What follows belongs to an exercise in optimizing a design on an open flow for small area, a short achievable clock period and few clock cycles per item; a production flow would make more cautious choices.
At most, simulation tests tie the RTL to the original design; equivalence was not proved.
The RTL of runs 1 and 6 was laid out without a check of its function.
Power and IR drop assume default switching activity.

[flow/config.mk]
export PLATFORM = sky130hd
export DESIGN_NAME = permutation_order_crossover_unit
export DESIGN_NICKNAME = permutation_order_crossover_unit
export VERILOG_FILES = /design/flow/design.v
export SDC_FILE = /design/flow/constraint.sdc
export NUM_CORES = 4
export LEC_CHECK = 0
export CAP_MARGIN = 20
export CORE_MARGIN = 2
export CORE_UTILIZATION = 40
export SLEW_MARGIN = 20
[flow/constraint.sdc]
create_clock -name core_clock -period 6.0 [get_ports {clk_i}]
set_input_delay 1.2000 -clock core_clock [delete_from_list [all_inputs] [get_ports {clk_i}]]
set_output_delay 1.2000 -clock core_clock [all_outputs]
set_load 0.01 [all_outputs]
[flow/design.v]
package poc_pkg;
  localparam int unsigned TaskW       = 4;
  localparam int unsigned TaskNum     = 1 << TaskW;
  localparam int unsigned FieldSlots  = 10;
  localparam int unsigned FieldW      = TaskW * FieldSlots;
  localparam int unsigned MaskW       = FieldSlots;
  localparam int unsigned MaxSlots    = 16;
  localparam int unsigned SlotsDefault = 10;
  function automatic logic [TaskW-1:0] field_nibble(logic [FieldW-1:0] v, int unsigned k);
    logic [FieldW-1:0] sh;
    sh  = v >> (TaskW * k);
    field_nibble = '0;
    if (k < FieldSlots) begin
      field_nibble = sh[TaskW-1:0];
    end
  endfunction
  function automatic logic mask_bit(logic [MaskW-1:0] m, int unsigned k);
    logic [MaskW-1:0] sh;
    sh  = m >> k;
    mask_bit = 1'b0;
    if (k < MaskW) begin
      mask_bit = sh[0];
    end
  endfunction
  function automatic int unsigned pack_slots(int unsigned n);
    pack_slots = (n < FieldSlots) ? n : FieldSlots;
  endfunction
endpackage
module poc_rank (
  input  logic [9:0]        x_i,
  output logic [10:0][10:0] cnt_o
);
  localparam int unsigned N = 10;
  function automatic logic [N:0] conv(logic [N:0] a, logic [N:0] b);
    conv = '0;
    for (int s = 0; s <= N; s++) begin
      for (int x = 0; x <= s; x++) begin
        conv[s] = conv[s] | (a[x] & b[s-x]);
      end
    end
  endfunction
  function automatic logic [N:0] oh1(logic x);
    oh1 = '0;
    oh1[0] = !x;
    oh1[1] = x;
  endfunction
  logic [N:0] p01, p23, p45, p67, p89, q0, q1, q45_6;
  always_comb begin
    p01   = conv(oh1(x_i[0]), oh1(x_i[1]));
    p23   = conv(oh1(x_i[2]), oh1(x_i[3]));
    p45   = conv(oh1(x_i[4]), oh1(x_i[5]));
    p67   = conv(oh1(x_i[6]), oh1(x_i[7]));
    p89   = conv(oh1(x_i[8]), oh1(x_i[9]));
    q0    = conv(p01, p23);
    q1    = conv(p45, p67);
    q45_6 = conv(p45, oh1(x_i[6]));
    cnt_o[0]  = oh1(1'b0);
    cnt_o[1]  = oh1(x_i[0]);
    cnt_o[2]  = p01;
    cnt_o[3]  = conv(p01, oh1(x_i[2]));
    cnt_o[4]  = q0;
    cnt_o[5]  = conv(q0, oh1(x_i[4]));
    cnt_o[6]  = conv(q0, p45);
    cnt_o[7]  = conv(q0, q45_6);
    cnt_o[8]  = conv(q0, q1);
    cnt_o[9]  = conv(cnt_o[8], oh1(x_i[8]));
    cnt_o[10] = conv(cnt_o[8], p89);
  end
endmodule
module permutation_order_crossover_unit #(
  parameter int unsigned SLOTS = poc_pkg::SlotsDefault
) (
  input  logic                        clk_i,
  input  logic                        rst_ni,
  input  logic                        in_valid_i,
  output logic                        in_stall_o,
  input  logic [poc_pkg::FieldW-1:0]  donor_perm_i,
  input  logic [poc_pkg::FieldW-1:0]  receiver_perm_i,
  input  logic [poc_pkg::MaskW-1:0]   take_mask_i,
  output logic                        out_valid_o,
  input  logic                        out_stall_i,
  output logic [poc_pkg::FieldW-1:0]  child_perm_o,
  output logic                        fill_error_o
);
  localparam int unsigned N  = 10;
  localparam int unsigned TW = poc_pkg::TaskW;
  logic       advance;
  logic [2:0] valid_q;
  assign advance     = !(valid_q[2] && out_stall_i);
  assign in_stall_o  = !advance;
  assign out_valid_o = valid_q[2];
  always_ff @(posedge clk_i or negedge rst_ni) begin
    if (!rst_ni) begin
      valid_q <= '0;
    end else if (advance) begin
      valid_q <= {valid_q[1:0], in_valid_i};
    end
  end
  logic [N-1:0][TW-1:0] c_d, r_d;
  logic [15:0]          pres_d;   
  logic [N-1:0]         dup_d;    
  logic [N-1:0][TW-1:0] c1_q, r1_q;
  logic [15:0]          pres1_q;
  logic [N-1:0]         dup1_q;
  always_comb begin
    pres_d = '0;
    for (int k = 0; k < N; k++) begin
      c_d[k] = take_mask_i[k] ? donor_perm_i[TW*k +: TW] : '0;
      r_d[k] = receiver_perm_i[TW*k +: TW];
      pres_d[c_d[k]] = 1'b1;
    end
    for (int i = 0; i < N; i++) begin
      dup_d[i] = 1'b0;
      for (int j = 0; j < i; j++) begin
        if (r_d[j] == r_d[i]) dup_d[i] = 1'b1;
      end
    end
  end
  always_ff @(posedge clk_i) begin
    if (advance) begin
      c1_q    <= c_d;
      r1_q    <= r_d;
      pres1_q <= pres_d;
      dup1_q  <= dup_d;
    end
  end
  logic [N-1:0]         cand;
  logic [N-1:0]         empty;
  logic [N-1:0][TW-1:0] rm;       
  logic [N:0][N:0]      crank;    
  logic [N:0][N:0]      erank;    
  logic [N-1:0][TW-1:0] lst_d;    
  logic [N-1:0][3:0]    eidx_d;   
  logic                 err_d;
  logic [N-1:0][TW-1:0] c2_q, lst2_q;
  logic [N-1:0][3:0]    eidx2_q;
  logic                 err2_q;
  always_comb begin
    for (int i = 0; i < N; i++) begin
      cand[i]  = (r1_q[i] != '0) && !pres1_q[r1_q[i]] && !dup1_q[i];
      rm[i]    = cand[i] ? r1_q[i] : '0;
      empty[i] = (c1_q[i] == '0);
    end
  end
  poc_rank u_crank (.x_i(cand),  .cnt_o(crank));
  poc_rank u_erank (.x_i(empty), .cnt_o(erank));
  always_comb begin
    for (int e = 0; e < N; e++) begin
      lst_d[e] = '0;
      for (int i = e; i < N; i++) begin
        lst_d[e] = lst_d[e] | (crank[i][e] ? rm[i] : '0);
      end
    end
    for (int k = 0; k < N; k++) begin
      eidx_d[k] = '0;
      for (int e = 0; e <= k; e++) begin
        if (erank[k][e]) eidx_d[k] = eidx_d[k] | 4'(e);
      end
    end
    err_d = 1'b0;
    for (int n = 0; n < N; n++) begin
      if (crank[N][n] && (erank[N] >> (n+1)) != '0) err_d = 1'b1;
    end
  end
  always_ff @(posedge clk_i) begin
    if (advance) begin
      c2_q    <= c1_q;
      lst2_q  <= lst_d;
      eidx2_q <= eidx_d;
      err2_q  <= err_d;
    end
  end
  logic [N-1:0][TW-1:0] fill;
  logic [poc_pkg::FieldW-1:0] child_q;
  logic                 err3_q;
  always_comb begin
    for (int k = 0; k < N; k++) begin
      fill[k] = c2_q[k];
      if (c2_q[k] == '0) begin
        for (int e = 0; e <= k; e++) begin
          if (eidx2_q[k] == 4'(e)) fill[k] = lst2_q[e];
        end
      end
    end
  end
  always_ff @(posedge clk_i) begin
    if (advance) begin
      child_q <= fill;
      err3_q  <= err2_q;
    end
  end
  assign child_perm_o = child_q;
  assign fill_error_o = err3_q;
endmodule
[flow/run.sh]
#!/bin/bash
# synth_recipe.tcl (not shown) runs the flow's synth.tcl, then flattens the netlist and writes it again
# the make line also repeats each setting of config.mk as NAME=value (left out here)
make -C /OpenROAD-flow-scripts/flow DESIGN_CONFIG=/design/flow/config.mk WORK_HOME=/design/flow/orfs CLKGATE_MAP_FILE= SYNTH_SCRIPT=/design/flow/synth_recipe.tcl finish
==> run summary, run 1 <==
Pwr
The total power per unit cell area is approximately 420 nW/µm². For this design the static power due to leakage is 8.21 nW. The highest ir drop seen on vdd is between 200 and 250 µV.

Drt
The detail-routed via count per cell is 6.50. The post-route DRC violation count is 0. In the final routed layout, each cell accounts on average for 25.9 µm. Wires add up to 70.0 mm.

The iteration count of the initial detailed-routing pass is 7. The first-iteration detailed-routing DRC count is 2,199. The vias after detailed routing is 17,600. The remaining antenna violation count after routing is 0.

Timing
Setup violations remaining at the end of the flow were counted as 0. On the final layout, the worst clock skew is 0.0226 ns. The slew at the pin with the worst max-slew slack is ~1.0 ns. Setup repair after global routing left no endpoint under its margin. Derived from the worst setup path, the maximum achievable clock frequency is 207 MHz.

The portion of the clock cycle consumed by the worst path in the final layout is 0.806. The setup total negative slack is 0 ns. The hold violation count in the final report was 0.

On the final layout, the worst hold slack is 0.441 ns. The count of final max-slew check failures is 0. The clock period minus final worst setup slack is slightly below 5 ns.

The relative slew slack is 0.311.

Synthesis
By area the synthesized netlist is led by edfxtp_1, mux4_2, xor2_1, xnor2_1, ha_1. The number of instances in the synthesized netlist is 2,017. The fraction of the yosys area taken by sequential cells is 0.390. The count of distinct cell types in the synthesized netlist is between 70 and 80. The top cell type's share of synthesized area is 0.386.

The number of warnings reported in the yosys synthesis log is 2. The net count after synthesis is 2,166. The number of enable-type register cells in the synthesized netlist is 251. The mapped cell area is 19,500 µm². The most common flop cell mapped by yosys is edfxtp_1. The post-synthesis area per instance is 9.69 µm². For this run, asynchronously set or reset flops after synthesis account for 0.0118. Summed over all instances, the cell type with the most area after synthesis is edfxtp_1. The flip-flop and latch count after synthesis is 254.

Setup path
For this run, the slowest stage of the critical path takes between 0.7 and 0.8 ns. The worst endpoint required time is 6.34 ns. The signal on the critical path passes through mux2i_1 > a221o_1 > a32oi_1 > inv_1 > ha_1 > a222oi_1 > buf_4 > nor2_1 > or4_1 > o21ai_1 > o2111ai_1 > o211ai_1 > or4b_1. The critical path startpoint is pres1_q[5]$_DFFE_PN_. The type of origin of the critical path is a flip-flop. The cell family contributing the most delay on the critical path is compound AO/OA/AOI/OAI gates. The critical path data arrival time is 5.17 ns.

The worst setup path is captured at a flip-flop. Along the worst path, the maximum fanout reaches 12. The source of the worst register-to-register timing path is pres1_q[5]$_DFFE_PN_.

The path type of the worst setup path is reg -> reg. The largest individual stage delay along the critical path comes from the cell or4_1. Counting both buffers and inverters, the worst setup path holds a total of 2.

GRT
The wire length of the first global-routing pass is about 100 mm. For this run, the total global-route usage over all layers was measured as 0.271. The total overflow reported by the global router is 0. The number of global-route vias before repair is 16,500.

The initial antenna violation count is 0. The largest net degree at the start of global routing is 182.

Cells and area
Compared with the post-synthesis result, the final layout area differs by 14.1%. The count of inserted antenna diode cells is 0. Summing all multi-input logic gate instances after layout gives 11,000 µm². The sequential cells in the finished layout cover a total of 7610 µm².

In the final layout, the share of cells above drive strength 1 is 0.0692. The net count of the finished layout is 2,206. The core occupancy in the finished layout is 0.459. After filler insertion, the fill cell instance count of the layout stands at 4,559.

CTS
The longest clock path from root to sink contains 3 buffers. The clock network latency to the later pin of the worst-skew pair is 0.60 ns. In this run the number of H-tree levels came out at 1. The setup fix buffers added after clock tree synthesis is 0. TritonCTS built the clock tree. The number of gates resized after CTS was 0. The clock net in this run drives a total of 254 sinks.

Buffers inserted during clock tree synthesis total 29. The tree is rooted in a clkbuf_16. The number of hold buffers added after CTS was 0. Clock-pin slew was measured on the worst setup and hold paths at approximately 0.060 ns.

Flow run
Across the run, the number of max-cap violations was 0.

Min path
The worst hold path begins at c1_q[22]$_DFFE_PN_. The worst hold path class is reg -> reg.

Die
The core region is 48,500 µm². The effective utilization at floorplan is 0.403. The floorplan row count is 81. The die is 225 µm tall.

The full die area is 50,600 µm². Pin placement for this block handled 137 I/O pins. The width of the die is 225 µm.

Placement
Once detailed placement completed, the half-perimeter wirelength came to 51.4 mm. Buffers placed on the I/O ports in this run total approximately 140. The congestion estimate from routability-driven global placement came to 0.976.

Status
The run finished with no timing, DRC or antenna violations.
power breakdown:
group	switching [mW]	internal, mW
clock	0.776	1.15
combinational	2.27	1.65
sequential	0.914	2.59
total	3.96	5.40
state kept, by name (all words and copies together) (netlist names):
register  count
r1_q         40
lst2_q       40
child_q      40
eidx2_q      25
pres1_q      15
err3_q        1
err2_q        1
valid_q       3
dup1_q        9
c1_q         40
c2_q         40
synth_stat cells (all sizes together), types with 17 or more instances:
| library cell | number |
|---|---|
| nand4 | 44 |
| nand2 | 175 |
| mux2i | 55 |
| a221oi | 30 |
| a31oi | 18 |
| xnor2 | 92 |
| inv | 96 |
| o22ai | 36 |
| a22oi | 58 |
| edfxtp | 251 |
| nor2 | 142 |
| nor2b | 35 |
| nand3 | 61 |
| nand2b | 18 |
| clkbuf | 116 |
| xor2 | 100 |
| buf | 26 |
| o211ai | 21 |
| mux4 | 45 |
| o21ai | 123 |
| a21o | 18 |
| nor3 | 34 |
| a222oi | 22 |
| ha | 55 |
| a21oi | 46 |
| nor4 | 35 |
| o221ai | 17 |
cell families after synthesis:
family,share of synthesized area
AOI/OAI and AO/OA,0.202
xor gates and xnor gates,0.0860
adders and majority gates,0.0352
buffers and inverters,0.0467
DFF,0.390
muxes,0.0858
and+or+nand+nor,0.155
cell type report:
class	instances	area share
flip-flops and latches	254	0.341
inverters	97	0.0163
clock buffers	31	0.0329
well taps	622	0.0349
multi-input cells	1524	0.495
repair buffers	151	0.0666
clock inverters	23	0.0133
through the flow:
stage | instances | setup slack (ns) | instance area (µm²) | power [mW]
2_1_floorplan | 2017 | 0.179 | 19500 | 5.81
3_3_place_gp | 2648 | 1.34 | 21300 | 7.31
3_5_place_dp | 2648 | 1.27 | 21300 | 7.34
4_1_cts | 2702 | 1.26 | 22300 | 9.30
5_1_grt | 2702 | 0.882 | 22300 | 9.81
6_report | 2702 | 1.17 | 22300 | 9.36
path summary, 6_finish.rpt:
| check | slack (ns) | end | cells after the start |
|---|---|---|---|
| min in group asynchronous | 0.79 | valid_q[1]$_DFFE_PN0N_ | 1 |
| max in group asynchronous | 5.06 | valid_q[2]$_DFFE_PN0N_ | 1 |
| worst max-delay path | 1.17 | err2_q$_SDFFCE_PP1N_ | 13 |
| worst min register to register | 0.44 | c2_q[22]$_DFFE_PN_ | 0 |
| worst min-delay path | 0.44 | c2_q[22]$_DFFE_PN_ | 0 |
| worst max register to register | 1.17 | err2_q$_SDFFCE_PP1N_ | 13 |
placed cells by master, fill, tap and decap left out, types with 36 or more instances in the layout:
cell type        Yosys  layout
edfxtp_1           251     251
nand2_1            175     174
nor2_1             142     142
clkdlybuf4s50_1      0     136
o21ai_0            122     122
xor2_1             100     100
inv_1               96      96
xnor2_1             92      92
nand3_1             61      61
a22oi_1             58      58
mux2i_1             55      55
ha_1                55      55
a21oi_1             46      46
mux4_2              45      45
nand4_1             44      44
o22ai_1             36      36
worst reg2reg max path, cell delays in order, from the launching register on:
cell       delay, ns
edfxtp_1        0.63
mux2i_1         0.14
a221o_1         0.37
a32oi_1         0.52
inv_1           0.14
ha_1            0.49
a222oi_1        0.36
buf_4           0.19
nor2_1          0.04
or4_1           0.71
o21ai_1         0.21
o2111ai_1       0.14
o211ai_1        0.18
or4b_1          0.44
routing by layer:
layer	part of all wire	wire, µm	GRT usage	up-vias
li1	-	-	-	7843
met1	0.43	30400	0.387	8631
met2	0.45	31600	0.424	924
met3	0.076	5310	0.0304	162
met4	0.038	2680	0.0974	0
met5	0	0	0	-
==> inputs of run 2 (changes only) <==
--- a/flow/design.v
+++ b/flow/design.v
@@ -96,49 +96,49 @@
       valid_q <= {valid_q[1:0], in_valid_i};
     end
   end
-  logic [N-1:0][TW-1:0] c_d, r_d;
-  logic [15:0]          pres_d;   
-  logic [N-1:0]         dup_d;    
-  logic [N-1:0][TW-1:0] c1_q, r1_q;
-  logic [15:0]          pres1_q;
-  logic [N-1:0]         dup1_q;
+  logic [N-1:0][TW-1:0] c_d;      
+  logic [N-1:0][TW-1:0] r;        
+  logic [N-1:0][15:1]   rh;       
+  logic [15:1]          present;  
+  logic [N-1:0][15:1]   seen;     
+  logic [N-1:0][TW-1:0] rm_d;     
+  logic [N-1:0][TW-1:0] c1_q, rm1_q;
   always_comb begin
-    pres_d = '0;
+    present = '0;
     for (int k = 0; k < N; k++) begin
       c_d[k] = take_mask_i[k] ? donor_perm_i[TW*k +: TW] : '0;
-      r_d[k] = receiver_perm_i[TW*k +: TW];
-      pres_d[c_d[k]] = 1'b1;
+      r[k]   = receiver_perm_i[TW*k +: TW];
+      for (int v = 1; v < 16; v++) begin
+        rh[k][v] = (r[k] == 4'(v));
+        present[v] = present[v] | (c_d[k] == 4'(v));
+      end
     end
     for (int i = 0; i < N; i++) begin
-      dup_d[i] = 1'b0;
-      for (int j = 0; j < i; j++) begin
-        if (r_d[j] == r_d[i]) dup_d[i] = 1'b1;
-      end
+      seen[i] = present;
+      for (int j = 0; j < i; j++) seen[i] = seen[i] | rh[j];
+      rm_d[i] = |(rh[i] & ~seen[i]) ? r[i] : '0;
     end
   end
   always_ff @(posedge clk_i) begin
     if (advance) begin
-      c1_q    <= c_d;
-      r1_q    <= r_d;
-      pres1_q <= pres_d;
-      dup1_q  <= dup_d;
+      c1_q  <= c_d;
+      rm1_q <= rm_d;
     end
   end
   logic [N-1:0]         cand;
   logic [N-1:0]         empty;
-  logic [N-1:0][TW-1:0] rm;       
   logic [N:0][N:0]      crank;    
   logic [N:0][N:0]      erank;    
+  logic [N-1:0]         placed;   
   logic [N-1:0][TW-1:0] lst_d;    
-  logic [N-1:0][3:0]    eidx_d;   
+  logic [N-1:0][3:0]    up_d;     
   logic                 err_d;
   logic [N-1:0][TW-1:0] c2_q, lst2_q;
-  logic [N-1:0][3:0]    eidx2_q;
+  logic [N-1:0][3:0]    up2_q;
   logic                 err2_q;
   always_comb begin
     for (int i = 0; i < N; i++) begin
-      cand[i]  = (r1_q[i] != '0) && !pres1_q[r1_q[i]] && !dup1_q[i];
-      rm[i]    = cand[i] ? r1_q[i] : '0;
+      cand[i]  = (rm1_q[i] != '0);
       empty[i] = (c1_q[i] == '0);
     end
   end
@@ -146,46 +146,50 @@
   poc_rank u_erank (.x_i(empty), .cnt_o(erank));
   always_comb begin
     for (int e = 0; e < N; e++) begin
-      lst_d[e] = '0;
+      placed[e] = (erank[N] >> (e+1)) != '0;
+      lst_d[e]  = '0;
       for (int i = e; i < N; i++) begin
-        lst_d[e] = lst_d[e] | (crank[i][e] ? rm[i] : '0);
+        lst_d[e] = lst_d[e] | ((placed[e] && crank[i][e]) ? rm1_q[i] : '0);
       end
-    end
-    for (int k = 0; k < N; k++) begin
-      eidx_d[k] = '0;
-      for (int e = 0; e <= k; e++) begin
-        if (erank[k][e]) eidx_d[k] = eidx_d[k] | 4'(e);
+      up_d[e] = '0;
+      for (int k = e; k < N; k++) begin
+        if (empty[k] && erank[k][e]) up_d[e] = up_d[e] | 4'(k-e);
       end
     end
     err_d = 1'b0;
     for (int n = 0; n < N; n++) begin
-      if (crank[N][n] && (erank[N] >> (n+1)) != '0) err_d = 1'b1;
+      if (crank[N][n] && placed[n]) err_d = 1'b1;
     end
   end
   always_ff @(posedge clk_i) begin
     if (advance) begin
-      c2_q    <= c1_q;
-      lst2_q  <= lst_d;
-      eidx2_q <= eidx_d;
-      err2_q  <= err_d;
+      c2_q   <= c1_q;
+      lst2_q <= lst_d;
+      up2_q  <= up_d;
+      err2_q <= err_d;
     end
   end
-  logic [N-1:0][TW-1:0] fill;
+  logic [4:0][N-1:0][TW-1:0] x;
+  logic [4:0][N-1:0][3:0]    u;
   logic [poc_pkg::FieldW-1:0] child_q;
   logic                 err3_q;
   always_comb begin
-    for (int k = 0; k < N; k++) begin
-      fill[k] = c2_q[k];
-      if (c2_q[k] == '0) begin
-        for (int e = 0; e <= k; e++) begin
-          if (eidx2_q[k] == 4'(e)) fill[k] = lst2_q[e];
+    x[4] = lst2_q;
+    u[4] = up2_q;
+    for (int s = 3; s >= 0; s--) begin
+      for (int p = 0; p < N; p++) begin
+        x[s][p] = u[s+1][p][s] ? '0 : x[s+1][p];
+        u[s][p] = u[s+1][p][s] ? '0 : u[s+1][p];
+        if (p >= (1 << s) && u[s+1][p-(1<<s)][s]) begin
+          x[s][p] = x[s][p] | x[s+1][p-(1<<s)];
+          u[s][p] = u[s][p] | u[s+1][p-(1<<s)];
         end
       end
     end
   end
   always_ff @(posedge clk_i) begin
     if (advance) begin
-      child_q <= fill;
+      child_q <= c2_q | x[0];
       err3_q  <= err2_q;
     end
   end
--- a/flow/config.mk
+++ b/flow/config.mk
@@ -8,4 +8,5 @@
 export CAP_MARGIN = 20
 export CORE_MARGIN = 2
 export CORE_UTILIZATION = 40
+export SETUP_SLACK_MARGIN = 1.5
 export SLEW_MARGIN = 20
==> run 2 against run 1 <==
Net effect:
- hold slack worse by 0.0011 ns
- sequential cell count is 24 lower
- still clean
- critical path depth fell by 2
- die area decreased by 14%
- non-clock buffer count up 8
- final area decreased by 13%
- clock-buffer cell count fell by 6
- register-to-register slack gained 0.39 ns
- clock power is 28% lower
==> run summary, run 2 <==
Status
The flow ran to the end and the layout has no timing, DRC or antenna violations.

Timing
Setup repair after global routing could not meet its margin everywhere. Summed over all failing endpoints, the final setup total negative slack is 0 ns. The count of final max-slew check failures is 0.

Dividing the final minimum period by the clock period gives 0.741. The hold violation count in the final report is 0. The achievable frequency is 225 MHz. The relative slew slack is 0.347. The clock period minus final worst setup slack is 4.44 ns.

The slew at the pin with the worst max-slew slack is 0.966 ns. The post-route clock skew is 0.0191 ns. Setup violations remaining at the end of the flow were counted as 0.

Synthesis
Yosys attributes the largest share of cell area to edfxtp_1, nand2_1, o22ai_1, a21oi_1, nor2_1. After synthesis the netlist holds a flip-flop and latch count of between 200 and 250. The post-synthesis area per instance is a little under 9 µm². After synthesis, the most frequently instantiated cells are nand2_1, edfxtp_1, nor2_1.

The most used standard cell by instance count after synthesis is nand2_1. Summed over all instances, the cell type with the most area after synthesis is edfxtp_1. The fraction of the yosys area taken by sequential cells is 0.410. The most common flop cell mapped by yosys is edfxtp_1. In this run, distinct cell masters in the synthesized netlist total 77. For this run, asynchronously set or reset flops after synthesis account for 0.0130. For this run, the number of Yosys warnings is 2. The top cell type's share of synthesized area is 0.406.

The synthesized netlist occupies a cell area of around 17,000 µm². The net count after synthesis is 2,020. Counting every instance in the synthesized netlist gives 1,905. Counting flops with a built-in enable in the synthesized netlist gives 227.

Pwr
The combinational cell fraction of total power is 0.390. The internal portion of the total power is 4.09 mW. The proportion of power drawn by the clock network is 0.201. The switching power is between 2 and 3 mW. For this design the static power due to leakage is 6.84 nW.

The design draws between 6 and 7 mW. The part of the total power dissipated in sequential elements is 0.409. Dividing total power by cell area gives a power density of between 300 and 400 nW/µm². Of the total power, the share spent switching nets is 0.409. The highest ir drop seen on vdd is roughly 190 µV.

GRT
The wire length of the first global-routing pass is 99.2 mm. The largest net degree at the start of global routing is 85. The total overflow reported by the global router is 0. The initial antenna violation count is 0.

The number of global-route vias before repair is 16,000. Across every metal layer, demand over resource in global routing totals 0.295.

CTS
At the later pin of the worst-skew pair, clock insertion delay measures 0.55 ns. TritonCTS built the clock tree. CTS built an H-tree with a depth of 1.

The root buffer cell is clkbuf_16. The number of buffers between clock root and the deepest sink is 3. Clock-pin slew was measured on the worst setup and hold paths at 0.06 ns.

The TritonCTS buffer count is 23. The total of hold buffers inserted after clock tree synthesis is 0. The number of sinks driven by the clock tree is 230.

Setup path
In this run the worst setup path begins at c1_q[13]$_DFFE_PN_. The family with the most delay on the worst path is simple AND/OR/NAND/NOR gates. Among the stages of the critical path, the cell type that occurs most often is a221o_1. The path type of the worst setup path is reg -> reg. The maximum fanout along the worst path is 10. The delay of the slowest critical-path stage is slightly below 0.7 ns. The worst register-to-register path begins at c1_q[13]$_DFFE_PN_. The worst endpoint required time is roughly 6.3 ns.

Walking the worst path, the cells encountered are or4_1 > ha_1 > a222oi_1 > buf_4 > nor2_1 > or4_4 > a221o_1 > or2_1 > a221o_1 > a221oi_1 > o311ai_1. Counting both buffers and inverters, the worst setup path holds a total of 1. The worst setup path is captured at a flip-flop.

The master of the slowest instance on the critical path is or4_1. The critical path data arrival time is around 4.7 ns. The type of origin of the critical path is a flip-flop.

Cells and area
After the last flow step, the layout net total stands at 2,101. Compared with the post-synthesis result, the final layout area differs by 15.5%. Summing all multi-input logic gate instances after layout gives 9410 µm². The share of post-route cells with drive strength above 1 is 0.0499. Leaving out fill and tap cells, the most frequent cell in the layout is nand2_1. 0 antenna diodes ended up in the layout. Counting the fill cells in the layout gives 4,010. In the layout the commonest cells are nand2_1, edfxtp_1, clkdlybuf4s50_1, nor2_1, a21oi_1. In the final layout, flip-flops and latches occupy 6890 µm².

Drt
In the routed design, unresolved DRC markers number 0. Dividing the detail-routed via count by the number of cells gives 6.72. Once detail routing completed, the nets flagged for antenna violations numbered 0.

Wires add up to about 66 mm. After the first detailed-routing iteration, the DRC count stood at 2,914. The iteration count of the initial detailed-routing pass is 8. The final route contains 17,100 vias. After detailed routing, the average wire length per cell comes to ~26 µm.

Placement
The half-perimeter wire length after placement is 51.7 mm. Buffers placed on the I/O ports in this run total between 100 and 150. The final estimated routing congestion in global placement is around 1.1.

Flow run
The max capacitance violation total is 0.

Min path
The critical hold path startpoint is c1_q[21]$_DFFE_PN_. The worst hold path class is reg -> reg.

Die
The floorplan has 75 rows. The width of the die is 209 µm. The area of the placeable core is about 42,000 µm². The full die area is 43,700 µm².

The effective utilization at floorplan is 0.403. The total I/O pin count is 137. The die height is 209 µm.
run 2: worst paths after layout:
| path | slack [ns] | end | depth (start not counted) |
|---|---|---|---|
| setup / recovery | 1.56 | err2_q$_SDFFCE_PP1N_ | 11 |
| hold / removal | 0.44 | c2_q[21]$_DFFE_PN_ | 0 |
| setup reg to reg | 1.56 | err2_q$_SDFFCE_PP1N_ | 11 |
| hold reg to reg | 0.44 | c2_q[21]$_DFFE_PN_ | 0 |
| max in group asynchronous | 5.02 | valid_q[0]$_DFFE_PN0N_ | 1 |
| min in group asynchronous | 0.84 | valid_q[2]$_DFFE_PN0N_ | 1 |
run 2: layer usage:
layer / up-vias / share of wire / GRT usage / wire (µm)
met3: 167 / 0.086 / 0.0356 / 5700
met4: 0 / 0.036 / 0.104 / 2390
li1: 7681 / - / - / -
met1: 8210 / 0.41 / 0.406 / 27300
met2: 1014 / 0.46 / 0.480 / 30800
met5: - / 0 / 0 / 0
run 2: layout make-up:
class                      instances  share of cell area
clock buffer                      25              0.0300
tap                              539              0.0347
clock inverter                    17             0.00747
inverter                          48             0.00928
sequential                       230               0.355
timing repair buffer             159              0.0790
multi-input combinational       1524               0.485
run 2: logic make-up (layout without fill, tap and decap cells):
logic type,count (synthesis),in the layout,synth area share
and+or+nand+nor,899,899,0.285
AOI/OAI and AO/OA,599,599,0.252
DFF,230,230,0.410
buffers and inverters,151,249,0.0339
adders and majority gates,21,21,0.0156
muxes,5,5,0.00327
run 2: timing repair:
action                     4_1_cts  5_1_grt
pin swaps                        0        2
setup endpoints to repair        9       17
resized for setup                5        3
buffers inserted                 0        2
run 2: through the flow:
| step | hold slack, ns | setup WS, ns | instances | instance area [µm²] | utilization |
|---|---|---|---|---|---|
| CTS | 0.439 | 1.54 | 2540 | 19400 | 0.464 |
| global placement | 0.422 | 1.16 | 2498 | 18600 | 0.446 |
| floorplan | 0.400 | 1.65 | 1905 | 16800 | - |
| finish | 0.440 | 1.56 | 2542 | 19400 | 0.465 |
| detailed placement | 0.430 | 1.12 | 2498 | 18600 | 0.446 |
| global route | 0.450 | 1.41 | 2542 | 19400 | 0.465 |
run 2: power groups by stage:
stage | Sequential, mW | Combinational, mW | Clock, mW
floorplan | 2.58 | 1.65 | 0
global placement | 2.83 | 2.59 | 0
detailed placement | 2.84 | 2.60 | 0
CTS | 2.81 | 2.62 | 1.41
global route | 2.85 | 2.90 | 1.47
finish | 2.83 | 2.70 | 1.39
Testbench counts of run 2, summed over its fixed seeds: cycles 4,012, items 4,000.
==> inputs of run 3 (changes only) <==
--- a/flow/design.v
+++ b/flow/design.v
@@ -85,15 +85,15 @@
   localparam int unsigned N  = 10;
   localparam int unsigned TW = poc_pkg::TaskW;
   logic       advance;
-  logic [2:0] valid_q;
-  assign advance     = !(valid_q[2] && out_stall_i);
+  logic [1:0] valid_q;
+  assign advance     = !(valid_q[1] && out_stall_i);
   assign in_stall_o  = !advance;
-  assign out_valid_o = valid_q[2];
+  assign out_valid_o = valid_q[1];
   always_ff @(posedge clk_i or negedge rst_ni) begin
     if (!rst_ni) begin
       valid_q <= '0;
     end else if (advance) begin
-      valid_q <= {valid_q[1:0], in_valid_i};
+      valid_q <= {valid_q[0], in_valid_i};
     end
   end
   logic [N-1:0][TW-1:0] c_d;      
@@ -171,8 +171,6 @@
   end
   logic [4:0][N-1:0][TW-1:0] x;
   logic [4:0][N-1:0][3:0]    u;
-  logic [poc_pkg::FieldW-1:0] child_q;
-  logic                 err3_q;
   always_comb begin
     x[4] = lst2_q;
     u[4] = up2_q;
@@ -187,12 +185,6 @@
       end
     end
   end
-  always_ff @(posedge clk_i) begin
-    if (advance) begin
-      child_q <= c2_q | x[0];
-      err3_q  <= err2_q;
-    end
-  end
-  assign child_perm_o = child_q;
-  assign fill_error_o = err3_q;
+  assign child_perm_o = c2_q | x[0];
+  assign fill_error_o = err2_q;
 endmodule
==> run 3 against run 2 <==
Net effect:
- first-iteration DRC count shrank 2.7%
- critical path depth down 1
- total power fell by 28%
- highest routed layer unchanged
- synthesized cell count is 0.58% lower
- final area fell by 7.1%
- via count is 1.6% lower
- clock-buffer cell count down 5
- sequential cell count shrank 42
- wire length fell by 3.7%
- clock power is 19% lower
==> run summary, run 3 <==
Status
The run finished with no timing, DRC or antenna violations.

Setup path
The worst setup path is of the reg -> reg kind. In this run the worst setup path begins at c1_q[24]$_DFFE_PN_. The capturing point of the worst reg2reg path is lst2_q[0]$_DFFE_PN_. The worst endpoint required time is 6.18 ns. The critical path contains buffers and inverters numbering 0 combined.

The source of the worst register-to-register timing path is c1_q[24]$_DFFE_PN_. The master of the slowest instance on the critical path is or4_1. The cell depth of the worst flop-to-flop path is 10. The worst-case register-to-register setup slack is 1.61 ns. The endpoint kind of the worst setup timing path is a flip-flop.

In this run the worst path has a maximum fanout of 9. The critical path ends at lst2_q[0]$_DFFE_PN_. For this run, the slowest stage of the critical path takes 0.79 ns. At the worst endpoint, the arrival time is 4.57 ns. The type of origin of the critical path is a flip-flop.

Broken down by cell family, the worst path's largest delay share belongs to compound AO/OA/AOI/OAI gates. Walking the worst path, the cells encountered are or4_1 > ha_1 > a22o_1 > a222oi_1 > o221ai_2 > a211o_1 > a211oi_4 > and3_1 > and2_4 > nor2_1. The count of cell instances traversed by the critical path is 10.

CTS
Clock latency on the worst-skew pair, taken at its later pin, is 0.44 ns. The clock tree from TritonCTS is yes. The TritonCTS buffer count is 17. The H-tree was split into 4 levels. The tree built by TritonCTS fans out to 188 sinks. In this run the deepest clock path goes through 2 buffers.

After clock tree synthesis, the clock-pin slew on the worst setup and hold paths is 0.06 ns. In this run, post-CTS hold repair placed 0 buffers. The root buffer cell is clkbuf_16.

Timing
The hold violation count in the final report was 0. The slew at the pin with the worst max-slew slack is 1.09 ns. The clock arrives with about 0.015 ns of skew. The achievable frequency is 228 MHz. The count of endpoints failing setup in the final report is 0. The count of final max-slew check failures is 0. Headroom to the max-slew limit came out at 0.274. Setup slack closes at 1.61 ns. Dividing the final minimum period by the clock period gives 0.731. The clock period minus final worst setup slack is 4.39 ns. The setup total negative slack is 0 ns. Setup repair after global routing could not meet its margin everywhere.

Drt
After the first detailed-routing iteration, the DRC count stood at between 2,000 and 3,000. The total detailed-routing wirelength is 63.8 mm. In the final routed layout, each cell accounts on average for ~26 µm.

The vias after detailed routing is 16,800. The iteration count of the initial detailed-routing pass is 11. The remaining antenna violation count after routing is 0. The post-route DRC violation count is 0. Using the TritonRoute via totals, the vias-per-cell ratio works out to between 6 and 7.

Synthesis
The fraction of the yosys area taken by sequential cells is 0.358. Counting flops with a built-in enable in the synthesized netlist gives 186. Counting instances in the post-synthesis netlist gives the leading cell types as nand2_1, edfxtp_1, nor2_1.

The number of instances in the synthesized netlist is 1,894. The flip-flop and latch count after synthesis is 188. In this run the cell area of the synthesized design comes to 15,700 µm².

Ranked by total cell area, the synthesized netlist is headed by edfxtp_1, nand2_1, nor2_1, a21oi_1, nand3_1. The most common flop cell mapped by yosys is edfxtp_1. The top cell type's share of synthesized area is 0.355.

The number of different library cells used by synthesis comes to 87. The post-synthesis area per instance is 8.31 µm². Of all flip-flops after synthesis, the portion carrying an async set or reset was 0.0106. The cell taking the most area after synthesis is edfxtp_1.

Counting every net in the synthesized netlist gives 2,009. The most used standard cell by instance count after synthesis is nand2_1. For this run, the number of Yosys warnings is 2.

Pwr
Power spread over the standard cell area amounts to 277 nW/µm². Overall power consumption after layout is estimated at approximately 5.0 mW. The static leakage is 6.33 nW. The highest ir drop seen on vdd is 157 µV.

Cells and area
The filler cells instantiated in the layout total 3,749. The layout overhead on the synthesized area is 14.6%. The most common cell after layout, fill and taps aside is nand2_1. The net count of the finished layout is 2,072. Leaving out fill and tap cells, the most frequent cells in the layout are nand2_1, edfxtp_1, nor2_1, clkdlybuf4s50_1, a21oi_1. The area occupied by multi-input gates is 9530 µm².

The sequential standard cell area is roughly 5600 µm². The count of non-filler cells in the finished layout is between 2,000 and 2,500. Of the cells placed in the final design, the portion with a size suffix greater than 1 is 0.0381. The number of antenna diodes in the final layout is 0.

Die
The floorplan step defined a core boundary enclosing 38,700 µm². 137 I/O pins were placed. The floorplan step set the die width to 202 µm. For this configuration, the core starts out at a cell density of 0.406. The floorplan row count is 72. The full die area is 41,000 µm². The die height is about 200 µm.

GRT
The wire length of the first global-routing pass is 95.0 mm. The number of global-route vias before repair is 15,600. The initial antenna violation count came to 0. The largest net degree at the start of global routing is 115. The overall track demand over capacity in global routing is 0.302.

The total overflow reported by the global router is 0.

Placement
Routability-driven placement finished with a final weighted congestion of 1.10. Counting tap cells, the placed design contains a total of 2,454 instances. In this run the tool buffered the top-level ports with between 100 and 150 buffer cells. The half-perimeter wire length after placement is 49.8 mm. OpenSTA, run right after detailed placement, puts the worst setup slack at 1.23 ns.

Min path
The min-delay analysis places its worst path in the category reg -> reg.

Flow run
The max capacitance violation total is 0.
[run 3: layout make-up]
class / instances / area share
Clock buffer: 20 / 0.0242
Multi-Input combinational cell: 1548 / 0.528
Tap cell: 518 / 0.0359
Sequential cell: 188 / 0.312
Timing Repair Buffer: 146 / 0.0796
Inverter: 56 / 0.0116
Clock inverter: 12 / 0.00811
[run 3: worst min path at each step]
| stage | startpoint | to | slack (ns) | cells after the start |
|---|---|---|---|---|
| 2_1_floorplan | c1_q[10]$_DFFE_PN_ | c2_q[10]$_DFFE_PN_ | 0.42 | 0 |
| 3_3_place_gp | c1_q[38]$_DFFE_PN_ | c2_q[38]$_DFFE_PN_ | 0.43 | 0 |
| 3_5_place_dp | c1_q[38]$_DFFE_PN_ | c2_q[38]$_DFFE_PN_ | 0.43 | 0 |
| 4_1_cts | c1_q[38]$_DFFE_PN_ | c2_q[38]$_DFFE_PN_ | 0.44 | 0 |
| 5_1_grt | c1_q[38]$_DFFE_PN_ | c2_q[38]$_DFFE_PN_ | 0.45 | 0 |
| 6_report | c1_q[38]$_DFFE_PN_ | c2_q[38]$_DFFE_PN_ | 0.44 | 0 |
[run 3: logic make-up after synthesis]
logic type | count (synthesis) | share of synthesized area
AND/OR/NAND/NOR | 954 | 0.323
adder cells (fa/ha/maj) | 21 | 0.0167
flip-flops | 188 | 0.358
buffers and inverters | 158 | 0.0398
multiplexers | 4 | 0.00278
AO/OA/AOI/OAI | 569 | 0.260
[run 3: where the power goes]
group	internal [mW]	switching, mW	leakage, nW	total, mW
clock	0.652	0.472	0.272	1.12
combinational	0.722	1.21	4.06	1.93
sequential	1.69	0.268	2.00	1.95
[run 3: repair_timing]
action | CTS | global route
setup buffers | 0 | 2
pin swaps | 0 | 1
resized for setup | 1 | 4
endpoints found under the setup margin | 5 | 8
[run 3: per-layer routing]
metal,GRT usage,vias to the layer above,wire (µm)
met5,0,-,0
met4,0.154,0,3580
met3,0.0437,236,5620
met2,0.488,1123,29100
met1,0.395,7889,25500
li1,-,7558,-
[run 3: metrics by stage]
| step | area (µm²) | hold WS [ns] | util |
|---|---|---|---|
| floorplan | 15800 | 0.417 | - |
| global placement | 17400 | 0.425 | 0.450 |
| detailed placement | 17400 | 0.427 | 0.450 |
| CTS | 18000 | 0.437 | 0.465 |
| global route | 18000 | 0.452 | 0.466 |
| finish | 18000 | 0.440 | 0.466 |
Testbench counts of run 3, summed over its fixed seeds: cycles 4,008, items 4,000.
==> inputs of run 4 (changes only) <==
--- a/flow/config.mk
+++ b/flow/config.mk
@@ -8,5 +8,5 @@
 export CAP_MARGIN = 20
 export CORE_MARGIN = 2
 export CORE_UTILIZATION = 40
-export SETUP_SLACK_MARGIN = 1.5
+export SETUP_SLACK_MARGIN = 2.5
 export SLEW_MARGIN = 20
==> run 4 against run 3 <==
Net effect:
- final cell count up 5.7%
- register-to-register slack improved by 0.80 ns
- non-clock buffer count grew 140
- die area unchanged
- setup slack improved by 0.80 ns
- critical path depth stayed put
- global-route usage rose by 1.6 points
- hold slack improved by 0.015 ns
- sequential share of layout area fell by 4.0 points
==> run summary, run 4 <==
Status
The flow ran to the end and the layout has no timing, DRC or antenna violations.

Synthesis
The cell area that synthesis handed to floorplanning was between 15,000 and 20,000 µm². After technology mapping, the gate count stands at approximately 1,900. Yosys printed 2 warnings. After synthesis, the most frequently instantiated cells are nand2_1, edfxtp_1, nor2_1. Of the total synthesized cell area, the portion taken by AND, OR, NAND and NOR gates is 0.323. The post-synthesis area per instance is 8.31 µm².

After synthesis, the share of flip-flops with an asynchronous set or reset is 0.0106. The most common flop cell mapped by yosys is edfxtp_1. The arithmetic-cell share of the synthesized area counting full adders, half adders and majority gates is 0.0167. Sorting the synthesized cells by area gives the leading types as edfxtp_1, nand2_1, nor2_1, a21oi_1, nand3_1. Measured against the total synthesized area, the mux share comes to 0.00278.

The main combinational cell family by area after synthesis is simple AND/OR/NAND/NOR gates. The fraction of the yosys area taken by sequential cells is 0.358. The count of distinct cell types in the synthesized netlist is 87. The xor-xnor portion of the synthesized cell area is 0.

edfxtp_1 takes more of the synthesized area than any other cell. The number of enable-type register cells in the synthesized netlist is 186. The net count after synthesis is 2,009.

The synthesized-area fraction occupied by ao, oa, aoi and oai cells is 0.260. The share of synthesized area in the top cell type comes to 0.355. After synthesis the netlist holds a flip-flop and latch count of 188. nand2_1 is the most common cell in the netlist.

Setup path
The cell that appears most often on the critical path is a222oi_1. The count of buffer and inverter cells on the critical path is 1. The slowest stage of the critical path is the or4_4 cell.

For the worst setup path, the data required time is 6.16 ns. STA classifies the critical path endpoint as a flip-flop. The family with the most delay on the worst path is compound AO/OA/AOI/OAI gates. The type of origin of the critical path is a flip-flop. The maximum fanout along the worst path is 9. For this run, the slowest stage of the critical path takes 0.64 ns. The setup path with the least slack is of type reg -> reg. The critical path data arrival time is 3.75 ns.

The critical path goes through or4_4 > ha_4 > a222oi_1 > buf_4 > o22a_1 > o21ai_4 > a222oi_1 > nor2_1 > a2111oi_2 > nand4_1.

CTS
The root buffer cell is clkbuf_16. The clock tree from TritonCTS is yes. The number of sinks driven by the clock tree is around 190. The clock passes through at most 2 buffers. TritonCTS created 17 clock buffers.

The total of hold buffers inserted after clock tree synthesis is 0. In this run the number of H-tree levels came out at 4. Clock latency on the worst-skew pair, taken at its later pin, is 0.44 ns. After clock tree synthesis, the clock-pin slew on the worst setup and hold paths is 0.07 ns.

Drt
The vias after detailed routing is 17,700. Once detail routing completed, the nets flagged for antenna violations numbered 0. The detail-routed via count per cell is 6.71. The final layout contains routed wiring with a total length of 68.7 mm. The detailed router finished its first iteration with 2,502 violations. For this run, design rule violations remaining after detail routing come to 0. The wire length per cell after detailed routing is 26.1 µm. The iteration count of the initial detailed-routing pass is 11.

Timing
The count of endpoints failing setup in the final report is 0. The hold violation count in the final report is 0. The count of final max-slew check failures was 0. The portion of the clock cycle consumed by the worst path in the final layout is 0.598. The clock period minus final worst setup slack is 3.59 ns. The relative slew slack is 0.309. Static timing analysis puts the maximum clock frequency at 279 MHz. The post-route clock skew is 0.0180 ns. The slew at the pin with the worst max-slew slack is approximately 1.0 ns.

Adding up every negative setup slack in the final design gives 0 ns. The minimum setup slack in the final design is 2.41 ns. Setup repair after global routing could not meet its margin everywhere.

Placement
The cell total after placement is 2,452. The placement-stage worst setup slack is 1.32 ns. Once detailed placement completed, the half-perimeter wirelength came to 50.6 mm. The count of buffers added on input and output ports is between 100 and 150. Routability-driven placement finished with a final weighted congestion of just over 1.

Cells and area
The repair_antennas step left the layout with diodes totalling 0. Of the cells placed in the final design, the portion with a size suffix greater than 1 is 0.261. In the final design database the tool counted 2,215 nets.

The most common cell after layout, fill and taps aside is nand2_1. The core occupancy in the finished layout is 0.535. The multi-input combinational cells in the finished layout cover a total of 11,300 µm². Once layout is complete, the cells apart from fillers number roughly 2,600. The number of filler instances in the final layout is about 3,700. Compared with the post-synthesis result, the final layout area differs by 31.7%.

In the layout the commonest cells are nand2_1, edfxtp_1, nor2_1, buf_4, nand3_1. The sequential standard cell area is between 5000 and 6000 µm².

GRT
The wire length of the first global-routing pass is about 100 mm. The initial antenna violation count is 0. Global routing finished with a remaining overflow of 0. The overall track demand over capacity in global routing is 0.318.

The number of global-route vias before repair was ~16,000. Entering global routing, the biggest net connects 86 pins.

Pwr
Summed over all cells, the static leakage comes to about 7.7 nW. Across the VDD grid, the largest voltage drop is 224 µV. For this design the ratio of total power to cell area is 265 nW/µm². The total power draw is 5.49 mW.

Die
The full die area is between 40,000 and 50,000 µm². For this configuration, the core starts out at a cell density of 0.406. For this design the top-level I/O count stands at 137.

In this run the standard cell core region covers just under 40,000 µm². After floorplanning, the core was divided into 72 placement rows. From bottom edge to top edge, the die measures 202 µm. Measured along the x axis, the die boundary spans 202 µm.

Min path
The path class of the tightest hold or removal check is reg -> reg.

Flow run
The max capacitance violation total is 0.
## run 4: cell count changes in the layout (fill, tap and decap cells not counted), moves of 18 or more
cell and delta:
o21ai_0 -29, dlygate4sd2_1 +30, o22ai_1 -34, nor3_2 +18, clkbuf_2 +37, clkdlybuf4s50_1 -119, a21oi_1 -21, nor3_1 -26
o22ai_2 +27, buf_4 +130
## run 4: kinds of logic (layout without fill, tap and decap cells)
| group | count (synthesis) | after routing |
|---|---|---|
| flops | 188 | 188 |
| buf+inv | 158 | 374 |
| mux | 4 | 4 |
| compound gates | 569 | 569 |
| simple gates | 954 | 957 |
| fa+ha+maj | 21 | 21 |
## run 4: metrics by stage
| stage | instance area [µm²] | hold WS, ns |
|---|---|---|
| 3_3_place_gp | 17500 | 0.423 |
| 6_report | 20700 | 0.456 |
| 4_1_cts | 19600 | 0.457 |
| 3_5_place_dp | 17500 | 0.431 |
| 2_1_floorplan | 15900 | 0.417 |
| 5_1_grt | 20700 | 0.466 |
## run 4: worst paths after layout
check,cells past startpoint,to,from,slack (ns)
worst max register to register,10,err2_q$_SDFFCE_PP1N_,rm1_q[25]$_SDFFCE_PN0N_,2.41
min in group asynchronous,1,valid_q[1]$_DFFE_PN0N_,rst_ni,0.93
max in group asynchronous,1,valid_q[1]$_DFFE_PN0N_,rst_ni,4.94
worst min-delay path,0,c2_q[25]$_DFFE_PN_,c1_q[25]$_DFFE_PN_,0.46
worst min register to register,0,c2_q[25]$_DFFE_PN_,c1_q[25]$_DFFE_PN_,0.46
worst max-delay path,10,err2_q$_SDFFCE_PP1N_,rm1_q[25]$_SDFFCE_PN0N_,2.41
## run 4: area by class of cell
class / count / share of cell area
multi-input cells: 1551 / 0.547
clock buffers: 17 / 0.0205
inverters: 56 / 0.0106
flip-flops and latches: 188 / 0.272
repair buffers: 286 / 0.112
well taps: 518 / 0.0313
clock inverters: 15 / 0.00670
## run 4: what timing repair did
action,4_1_cts,5_1_grt
buffers inserted,70,73
gates cloned,2,2
resized for setup,406,263
endpoints found under the setup margin,124,115
pin swaps,46,66
## run 4: report_power, final
part	leakage, nW	internal, mW	switching, mW
logic	5.40	0.989	1.46
clock network	0.277	0.580	0.512
registers	2.00	1.68	0.268
total	7.68	3.25	2.24
## run 4: per-layer routing
metal | up-vias | global-route usage | part of all wire
li1 | 7872 | - | -
met1 | 8452 | 0.423 | 0.40
met2 | 1095 | 0.520 | 0.47
met3 | 238 | 0.0353 | 0.079
met4 | 0 | 0.149 | 0.054
met5 | - | 0 | 0
==> inputs of run 5 (changes only) <==
==> flow/flow/run.sh (new file) <==
#!/bin/bash
# The standard layout, with the port buffers made from buf_2 cells instead
# of the delay-buffer cells the flow picks by default. Every port still gets
# its own buffer; everything else is the standard.sh unchanged.
set -euo pipefail
export BUFFER_PORTS_ARGS="-buffer_cell sky130_fd_sc_hd__buf_2"
bash standard.sh finish > standard_make.log 2>&1
==> flow/standard.sh (new file) <==
#!/bin/bash
# synth_recipe.tcl (not shown) runs the flow's synth.tcl, then flattens the netlist and writes it again
# the make line also repeats each setting of config.mk as NAME=value (left out here)
make -C /OpenROAD-flow-scripts/flow DESIGN_CONFIG=/design/flow/config.mk WORK_HOME=/design/flow/orfs CLKGATE_MAP_FILE= SYNTH_SCRIPT=/design/flow/synth_recipe.tcl "${@:-finish}"
removed: flow/run.sh
==> run 5 against run 4 <==
Net effect:
- core utilization decreased by 4.8 points
- first-iteration DRC count decreased by 1.6%
- hold slack worse by 0.0043 ns
- die area stayed put
- clock-buffer cell count unchanged
- synthesized area unchanged
- final cell count fell by 2.0%
- sequential cell count unchanged
- clock power barely moved
- register-to-register slack improved by 0.02 ns
- sequential share of layout area increased by 2.7 points
==> run summary, run 5 <==
Synthesis
The synthesized-area fraction occupied by ao, oa, aoi and oai cells is 0.260. Measured against the total synthesized area, the mux share comes to 0.00278. The flip-flop and latch count after synthesis is 188. By count the netlist is led by nand2_1, edfxtp_1, nor2_1.

Counting every net in the synthesized netlist gives 2,009. After synthesis, the share of flip-flops with an asynchronous set or reset is 0.0106. The number of enable-type register cells in the synthesized netlist is 186. The most used standard cell by instance count after synthesis is nand2_1.

The count of distinct cell types in the synthesized netlist is between 80 and 90. Yosys printed 2 warnings. In the synthesized netlist, the number of instances is roughly 1,900.

For this run, the leading register cell type out of synthesis is edfxtp_1. The average instance in the mapped netlist occupies between 8 and 9 µm². Ranked by total cell area, the synthesized netlist is headed by edfxtp_1, nand2_1, nor2_1, a21oi_1, nand3_1. Of the total synthesized cell area, the portion taken by full adders, half adders and majority gates is 0.0167. Of the post-synthesis cell area, the dominant cell type holds 0.355.

The xor-xnor portion of the synthesized cell area is 0. The fraction of the yosys area taken by sequential cells is 0.358. Summing every instance area after synthesis gives approximately 16,000 µm². The cell taking the most area after synthesis is edfxtp_1. Of the total synthesized cell area, the portion taken by AND, OR, NAND and NOR gates is 0.323. The main combinational cell family by area after synthesis is simple AND/OR/NAND/NOR gates.

Drt
The detail-routed via count per cell is 6.72. The post-route DRC violation count is 0. For this block, the routed nets add up to 64.9 mm of wire.

The routed layout has 17,300 vias. After the first detailed-routing iteration, the DRC count stood at roughly 2,500. For this run, the detailed router's first-pass iteration total came to 9. The wire length per cell after detailed routing is around 25 µm.

The detail route stage leaves a number of antenna-violating nets equal to 0.

CTS
The number of sinks driven by the clock tree is about 190. The clock network latency to the later pin of the worst-skew pair is 0.45 ns. The clock tree from TritonCTS is yes. Counting along the longest clock path gives a buffer depth of 2.

The root buffer cell chosen for the clock tree is clkbuf_16. The number of H-tree branching levels is 4. The TritonCTS buffer count is 17. The clock input transition at the sequential cells of the worst setup and hold paths is 0.07 ns. For this design, the CTS-stage hold fixing added 0 buffers.

Setup path
The worst endpoint required time is 6.16 ns. The endpoint kind of the worst setup timing path is a flip-flop. The family with the most delay on the worst path is compound AO/OA/AOI/OAI gates. Data arrives at the worst endpoint at 3.73 ns.

On the critical path, the stage with the largest delay is an instance of or4_4. The maximum fanout along the worst path is 7. The delay of the slowest critical-path stage is 0.61 ns. The worst setup path is of the reg -> reg kind. The critical path goes through or4_4 > ha_4 > buf_4 > a22oi_2 > buf_4 > o221a_2 > nand2_2 > o22ai_4 > nor2_2 > a22oi_2 > o21ai_0. Counting both buffers and inverters, the worst setup path holds a total of 2. The type of origin of the critical path is a flip-flop.

Cells and area
The count of non-filler cells in the finished layout is 2,578. For this run, the share of the core covered by cells in the final layout is 0.487. Fill cells in the final layout number 3,772.

The most common cell after layout, fill and taps aside is nand2_1. The sequential standard cell area is around 5600 µm². The share of post-route cells with drive strength above 1 is 0.211. Relative to the synthesized area, the layout overhead comes to 19.7%. In the layout the commonest cells are nand2_1, edfxtp_1, nor2_1, buf_2, buf_4. In the final layout, the multi-input gates occupy 10,300 µm².

The number of antenna diodes in the final layout is 0. After routing the design area is roughly 19,000 µm². After the last flow step, the layout net total stands at 2,162.

Die
The die height is 202 µm. The area of the placeable core is 38,700 µm². For this design the top-level I/O count stands at about 140. The die covers between 40,000 and 50,000 µm². For this configuration, the core starts out at a cell density of 0.406. Measured along the x axis, the die boundary spans between 200 and 250 µm. The initialized floorplan defines around 70 standard-cell rows.

Timing
For the pin with the worst max-slew slack, the measured transition is about 1 ns. Setup slack closes at around 2.4 ns. Setup repair after global routing could not meet its margin everywhere.

The count of endpoints failing setup in the final report is 0. The achievable frequency is 281 MHz. The setup total negative slack is 0 ns. Final hold analysis gives a worst-case slack of roughly 0.45 ns. The count of final max-slew check failures is 0. The hold violation count in the final report came to 0. The post-route clock skew is 0.0122 ns. The relative slew slack is 0.318. For the finished layout, the period the worst path requires is about 3.6 ns. Of the available clock period, the critical path in the final layout requires 0.594.

Placement
The cell total after placement is between 2,000 and 2,500. The half-perimeter wire length after placement is slightly below 50 mm. Routability-driven placement finished with a final weighted congestion of 0.996.

Prior to clock tree synthesis, the placed netlist has a worst setup slack of 1.85 ns. The placed cell area is 16,900 µm². The count of buffers added on input and output ports is 136.

Pwr
The worst-case IR drop observed on VDD is approximately 160 µV. The total power per unit cell area is 280 nW/µm². Overall power consumption after layout is estimated at 5.29 mW. The static leakage is 6.91 nW.

Status
The flow ran to the end and the layout has no timing, DRC or antenna violations.

Flow run
The max capacitance violation total is 0.

GRT
For this run, the total global-route usage over all layers was measured as 0.301. The number of global-route vias before repair is 15,600. The wire length of the first global-routing pass is 94.6 mm. The total overflow reported by the global router is 0.

The initial antenna violation count is 0. Entering global routing, the biggest net connects 112 pins.

Min path
The tightest min-delay check is of the reg -> reg type.
[run 5: cell count changes in the layout (fill, tap and decap cells not counted), sizes merged]
cell	previous run	this run
dlymetal6s2s	14	0
clkbuf	55	18
dlygate4sd1	1	0
clkdlybuf4s15	25	1
dlygate4sd2	30	0
buf	159	234
clkdlybuf4s50	17	0
clkdlybuf4s18	2	0
inv	60	62
clkinvlp	1	4
nand2	207	204
clkinv	9	4
[run 5: timing repair]
action                                  4_1_cts  5_1_grt
gates resized for setup                      62      105
buffers inserted                             20       71
pin swaps                                    10       26
cloned                                        0        1
endpoints found under the setup margin       80      102
[run 5: area by class of cell]
type / instances / share of cell area
Timing Repair Buffer: 236 / 0.0767
Clock buffer: 17 / 0.0226
Sequential cell: 188 / 0.299
Inverter: 56 / 0.0114
Tap cell: 518 / 0.0344
Multi-Input combinational cell: 1548 / 0.548
Clock inverter: 15 / 0.00830
[run 5: kinds of logic after synthesis]
group                      after synthesis
AOI/OAI and AO/OA                      569
buffers and inverters                  158
muxes                                    4
DFF                                    188
adders and majority gates               21
and+or+nand+nor                        954
[run 5: layer usage]
layer,vias to the layer above,track usage,part of all wire
li1,7748,-,-
met1,8251,0.410,0.41
met2,1135,0.476,0.46
met3,193,0.0458,0.096
met4,0,0.128,0.041
met5,-,0,0
[run 5: report_power, final]
| part | internal [mW] | leakage [nW] | total, mW | switching, mW |
|---|---|---|---|---|
| sequential | 1.68 | 2.00 | 1.98 | 0.298 |
| clock | 0.587 | 0.274 | 1.12 | 0.536 |
| combinational | 0.830 | 4.63 | 2.18 | 1.35 |
[run 5: worst paths after layout]
check | startpoint | slack [ns] | depth (start not counted) | to
setup reg to reg | c1_q[18]$_DFFE_PN_ | 2.44 | 11 | lst2_q[23]$_DFFE_PN_
min in group asynchronous | rst_ni | 0.53 | 1 | valid_q[1]$_DFFE_PN0N_
setup / recovery | c1_q[18]$_DFFE_PN_ | 2.44 | 11 | lst2_q[23]$_DFFE_PN_
hold / removal | c1_q[25]$_DFFE_PN_ | 0.45 | 0 | c2_q[25]$_DFFE_PN_
max in group asynchronous | rst_ni | 5.38 | 1 | valid_q[0]$_DFFE_PN0N_
hold reg to reg | c1_q[25]$_DFFE_PN_ | 0.45 | 0 | c2_q[25]$_DFFE_PN_
==> inputs of run 6 (changes only) <==
--- a/flow/design.v
+++ b/flow/design.v
@@ -133,9 +133,6 @@
   logic [N-1:0][TW-1:0] lst_d;    
   logic [N-1:0][3:0]    up_d;     
   logic                 err_d;
-  logic [N-1:0][TW-1:0] c2_q, lst2_q;
-  logic [N-1:0][3:0]    up2_q;
-  logic                 err2_q;
   always_comb begin
     for (int i = 0; i < N; i++) begin
       cand[i]  = (rm1_q[i] != '0);
@@ -161,19 +158,13 @@
       if (crank[N][n] && placed[n]) err_d = 1'b1;
     end
   end
-  always_ff @(posedge clk_i) begin
-    if (advance) begin
-      c2_q   <= c1_q;
-      lst2_q <= lst_d;
-      up2_q  <= up_d;
-      err2_q <= err_d;
-    end
-  end
   logic [4:0][N-1:0][TW-1:0] x;
   logic [4:0][N-1:0][3:0]    u;
+  logic [poc_pkg::FieldW-1:0] child_q;
+  logic                 err2_q;
   always_comb begin
-    x[4] = lst2_q;
-    u[4] = up2_q;
+    x[4] = lst_d;
+    u[4] = up_d;
     for (int s = 3; s >= 0; s--) begin
       for (int p = 0; p < N; p++) begin
         x[s][p] = u[s+1][p][s] ? '0 : x[s+1][p];
@@ -185,6 +176,12 @@
       end
     end
   end
-  assign child_perm_o = c2_q | x[0];
+  always_ff @(posedge clk_i) begin
+    if (advance) begin
+      child_q <= c1_q | x[0];
+      err2_q  <= err_d;
+    end
+  end
+  assign child_perm_o = child_q;
   assign fill_error_o = err2_q;
 endmodule
==> run 6 against run 5 <==
Net effect:
- still clean
- die area is 10% lower
- register-to-register slack worse by 0.78 ns
- synthesized area is 11% lower
- global-route usage is 5.7 points higher
- final area is 0.13% lower
- first-iteration DRC count is 23% higher
- combinational power is 34% higher
- clock skew is 0.0063 ns higher
- total power is 1.2% lower
- sequential power is 36% lower
- setup slack worse by 0.78 ns
- critical path depth is 2 higher
- critical endpoint is now child_q[26]$_DFFE_PN_
- highest routed layer unchanged
==> run summary, run 6 <==
Status
The run finished with no timing, DRC or antenna violations.

Timing
The minimum setup slack in the final design is 1.66 ns. Clock skew on the completed layout was measured at between 0.015 and 0.02 ns. The count of final max-slew check failures was 0. The portion of the clock cycle consumed by the worst path in the final layout is 0.723.

The count of endpoints failing setup in the final report is 0. The achievable frequency is 231 MHz. The clock period minus final worst setup slack is between 4 and 5 ns. Adding up every negative setup slack in the final design gives 0 ns. The relative slew slack is 0.201. The slew at the pin with the worst max-slew slack is 1.20 ns. Setup repair after global routing could not meet its margin everywhere.

The hold violation count in the final report was 0.

Cells and area
The number of filler instances in the final layout is 3,187. The largest registers in the layout are c1_q (40), child_q (40), rm1_q (40). The share of post-route cells with drive strength above 1 is 0.319.

The net count of the finished layout is around 2,200. The final instance area is 18,800 µm². The count of inserted antenna diode cells is 0. The count of non-filler cells in the finished layout is 2,517. The top cell types in the final layout, fill and taps aside, are buf_4, nor2_1, nand2_1, buf_2, edfxtp_1. The area growth from synthesis to layout is 33.9%.

The most common cell after layout, fill and taps aside is buf_4.

Die
The full die area is 36,700 µm². The area of the placeable core is 34,600 µm². The floorplan row count is 68. The total I/O pin count is 137. The die height is ~190 µm. The effective utilization at floorplan is 0.406. The width of the die is ~190 µm.

Drt
The total detailed-routing wirelength is 68.4 mm. After detailed routing, the number of vias per cell comes to 7.13. The first-iteration detailed-routing DRC count is 3,038. The post-route DRC violation count is 0. The remaining antenna violation count after routing is 0. The detailed router placed 18,000 vias in this run.

The first detailed-routing pass ran for 8 iterations. After detailed routing, the average wire length per cell comes to 27.2 µm.

Setup path
The endpoint identified for the worst register-to-register timing path is child_q[26]$_DFFE_PN_. The largest single stage delay on the critical path is ~0.61 ns. The cell depth of the worst flop-to-flop path is 13. The count of buffer and inverter cells on the critical path is 2. Broken down by cell family, the worst path's largest delay share belongs to compound AO/OA/AOI/OAI gates. The maximum fanout along the worst path is 5. The signal on the critical path passes through or4_4 > ha_4 > a222oi_1 > buf_4 > buf_6 > o221ai_1 > a222oi_1 > o21ai_0 > a221oi_2 > nor4_4 > o21ai_1 > a21oi_2 > or3_1. In this run the critical register-to-register path is launched from rm1_q[12]$_SDFFCE_PN0N_.

STA classifies the critical path startpoint as a flip-flop. In this run the register-to-register setup slack is 1.66 ns. The master of the slowest instance on the critical path is or4_4.

STA puts the critical path data arrival time at 4.50 ns. The path type of the worst setup path is reg -> reg. Counting stages on the worst path, the most repeated cell is a222oi_1. The worst endpoint required time is 6.17 ns. The count of cell instances traversed by the critical path is 13. The endpoint kind of the worst setup timing path is a flip-flop.

Placement
During placement, the flow inserted port buffers numbering 136. The cell total after placement is 2,332. Once detailed placement completed, the half-perimeter wirelength came to 50.7 mm. Routability-driven placement finished with a final weighted congestion of between 1 and 1.5.

Summing all placed instances gives a cell area of between 15,000 and 20,000 µm². The placement-stage worst setup slack is 0.762 ns.

Pwr
Power spread over the standard cell area amounts to 277 nW/µm². The static leakage is 6.83 nW. Overall power consumption after layout is estimated at 5.22 mW. IR analysis of the VDD net gives a maximum drop of 225 µV.

CTS
The H-tree was split into 4 levels. CTS placed an instance of clkbuf_16 at the clock tree root. The number of hold buffers added after CTS was 0. The TritonCTS buffer count is 17. Clock latency on the worst-skew pair, taken at its later pin, is roughly 0.43 ns. The clock input transition at the sequential cells of the worst setup and hold paths is 0.06 ns. In this run the deepest clock path goes through 2 buffers. TritonCTS built the clock tree. CTS saw 123 sinks.

GRT
The number of global-route vias before repair was 16,600. The initial antenna violation count was 0. The total overflow reported by the global router is 0.

The largest net degree at the start of global routing is 64. The overall track demand over capacity in global routing is 0.358. The first global-routing pass estimated 101 mm of wire.

Synthesis
Synthesis produced between 1,500 and 2,000 cells. After synthesis the cells add up to 14,100 µm². The most used standard cell by instance count after synthesis is nor2_1.

Sorting the synthesized cells by area gives the leading types as edfxtp_1, nor2_1, o22ai_1, nand2_1, nor3_1. The number of warnings reported in the yosys synthesis log is 2. Of the post-synthesis cell area, the dominant cell type holds 0.258.

The most common flop cell mapped by yosys is edfxtp_1. The net count after synthesis is roughly 1,900. The share of the Yosys chip area taken by registers is 0.262.

The post-synthesis area per instance is 7.75 µm². Of all cell types, the one taking the most synthesized area is edfxtp_1. The flip-flop and latch count after synthesis is ~120.

Yosys mapped a number of flops with a built-in enable equal to 121. The count of distinct cell types in the synthesized netlist is 99. The share of synthesized registers carrying an async set or reset is 0.0163. By count the netlist is led by nor2_1, nand2_1, edfxtp_1.

Flow run
The tool flagged a number of max-cap violations equal to 0.

Min path
Along the worst hold path, the cell count comes to 1. The critical hold path startpoint is valid_q[0]$_DFFE_PN0N_. The path class of the tightest hold or removal check is reg -> reg.

For hold timing, the worst endpoint is valid_q[1]$_DFFE_PN0N_.
-- run 6: cell types whose count changed in the layout (fill, tap and decap cells not counted), moves of 15 or more --
cell      before  now
buf_4         96  155
a221oi_2       0   20
nor2_1       166  147
o21ai_0       68   49
a21oi_1       88   59
a222oi_1      43   28
edfxtp_1     186  121
nand2_1      196  143
-- run 6: cell families after synthesis --
group / after synthesis / share of synthesized area
AOI/OAI and AO/OA: 606 / 0.321
adders and majority gates: 20 / 0.0178
buffers and inverters: 162 / 0.0473
DFF: 123 / 0.262
muxes: 22 / 0.0165
and+or+nand+nor: 881 / 0.336
-- run 6: layout make-up --
class	count	area, µm²	share of cell area
multi-input cells	1530	11500	0.613
flip-flops and latches	123	3680	0.196
repair buffers	310	2170	0.115
well taps	455	569	0.0302
clock buffers	18	429	0.0228
inverters	67	267	0.0142
clock inverters	14	169	0.00897
-- run 6: worst max-delay path by stage --
| stage | endpoint | startpoint | slack (ns) |
|---|---|---|---|
| finish | child_q[26]$_DFFE_PN_ | rm1_q[12]$_SDFFCE_PN0N_ | 1.66 |
| global route | child_q[33]$_DFFE_PN_ | c1_q[22]$_DFFE_PN_ | 1.57 |
| CTS | child_q[33]$_DFFE_PN_ | rm1_q[8]$_SDFFCE_PN0N_ | 1.88 |
| detailed placement | child_q[35]$_DFFE_PN_ | c1_q[17]$_DFFE_PN_ | 0.76 |
| global placement | err2_q$_SDFFCE_PP1N_ | c1_q[17]$_DFFE_PN_ | 0.82 |
| floorplan | child_q[13]$_DFFE_PN_ | c1_q[17]$_DFFE_PN_ | 1.79 |
-- run 6: repair_timing --
action,CTS,global route
endpoints found under the setup margin,72,72
setup buffers,103,46
cloned,2,2
pin swaps,117,74
resized for setup,242,120
-- run 6: metrics by stage --
step           hold slack, ns   util
2_1_floorplan           0.430      -
3_3_place_gp            0.442  0.440
3_5_place_dp            0.457  0.440
4_1_cts                 0.472  0.516
5_1_grt                 0.507  0.544
6_report                0.470  0.544
-- run 6: layer usage --
metal	part of all wire	global-route usage	vias to the layer above
met5	0	0	-
met4	0.060	0.167	0
met3	0.094	0.0466	318
met2	0.43	0.557	1374
met1	0.41	0.491	8524
li1	-	-	7735
-- run 6: worst reg2reg max path, cell delays in order (launching register included) --
cell      delay [ns]
edfxtp_1        0.50
or4_4           0.61
ha_4            0.28
a222oi_1        0.29
buf_4           0.19
buf_6           0.12
o221ai_1        0.24
a222oi_1        0.38
o21ai_0         0.22
a221oi_2        0.37
nor4_4          0.08
o21ai_1         0.39
a21oi_2         0.11
or3_1           0.32
-- run 6: power by group --
| part | switching (mW) | leakage (nW) | internal [mW] | total [mW] |
|---|---|---|---|---|
| sequential | 0.142 | 1.30 | 1.11 | 1.26 |
| combinational | 1.80 | 5.25 | 1.12 | 2.92 |
| clock | 0.398 | 0.282 | 0.653 | 1.05 |

-- port drivers added, routing unchanged --
How much do the figures lean on ideal ports? The routed layouts below were timed once more, with nothing changed but the port constraints.
Step 1 assumes that a clkbuf_16 drives the clock port and a buf_2 every other input.
Step 2 times the ports against the registers' clock, not the clock port: input delays grow and output delays shrink by t, the midpoint of the rising clock arrivals with the driver on.
a / b / c = no drivers / after step 1 / after step 2; a / b = the first two.
| run | t, ns | setup slack, ns | slew at the worst register clock pin (ns) |
|---|---|---|---|
| run 1 | 0.639 | 1.167 / 1.167 / 1.167 | 0.07 / 0.07 |
| run 2 | 0.589 | 1.556 / 1.556 / 1.218 | 0.07 / 0.07 |
| run 3 | 0.485 | 1.611 / 1.611 / 1.166 | 0.07 / 0.07 |
| run 4 | 0.481 | 2.413 / 2.413 / 2.026 | 0.07 / 0.07 |
| run 5 | 0.491 | 2.438 / 2.438 / 2.048 | 0.08 / 0.08 |
| run 6 | 0.469 | 1.662 / 1.662 / 1.662 | 0.07 / 0.07 |
After both steps every run listed still meets setup and hold. The setup slack of run 3, which loses most, moves by 0.000 ns with the drivers and by -0.445 ns with both steps.
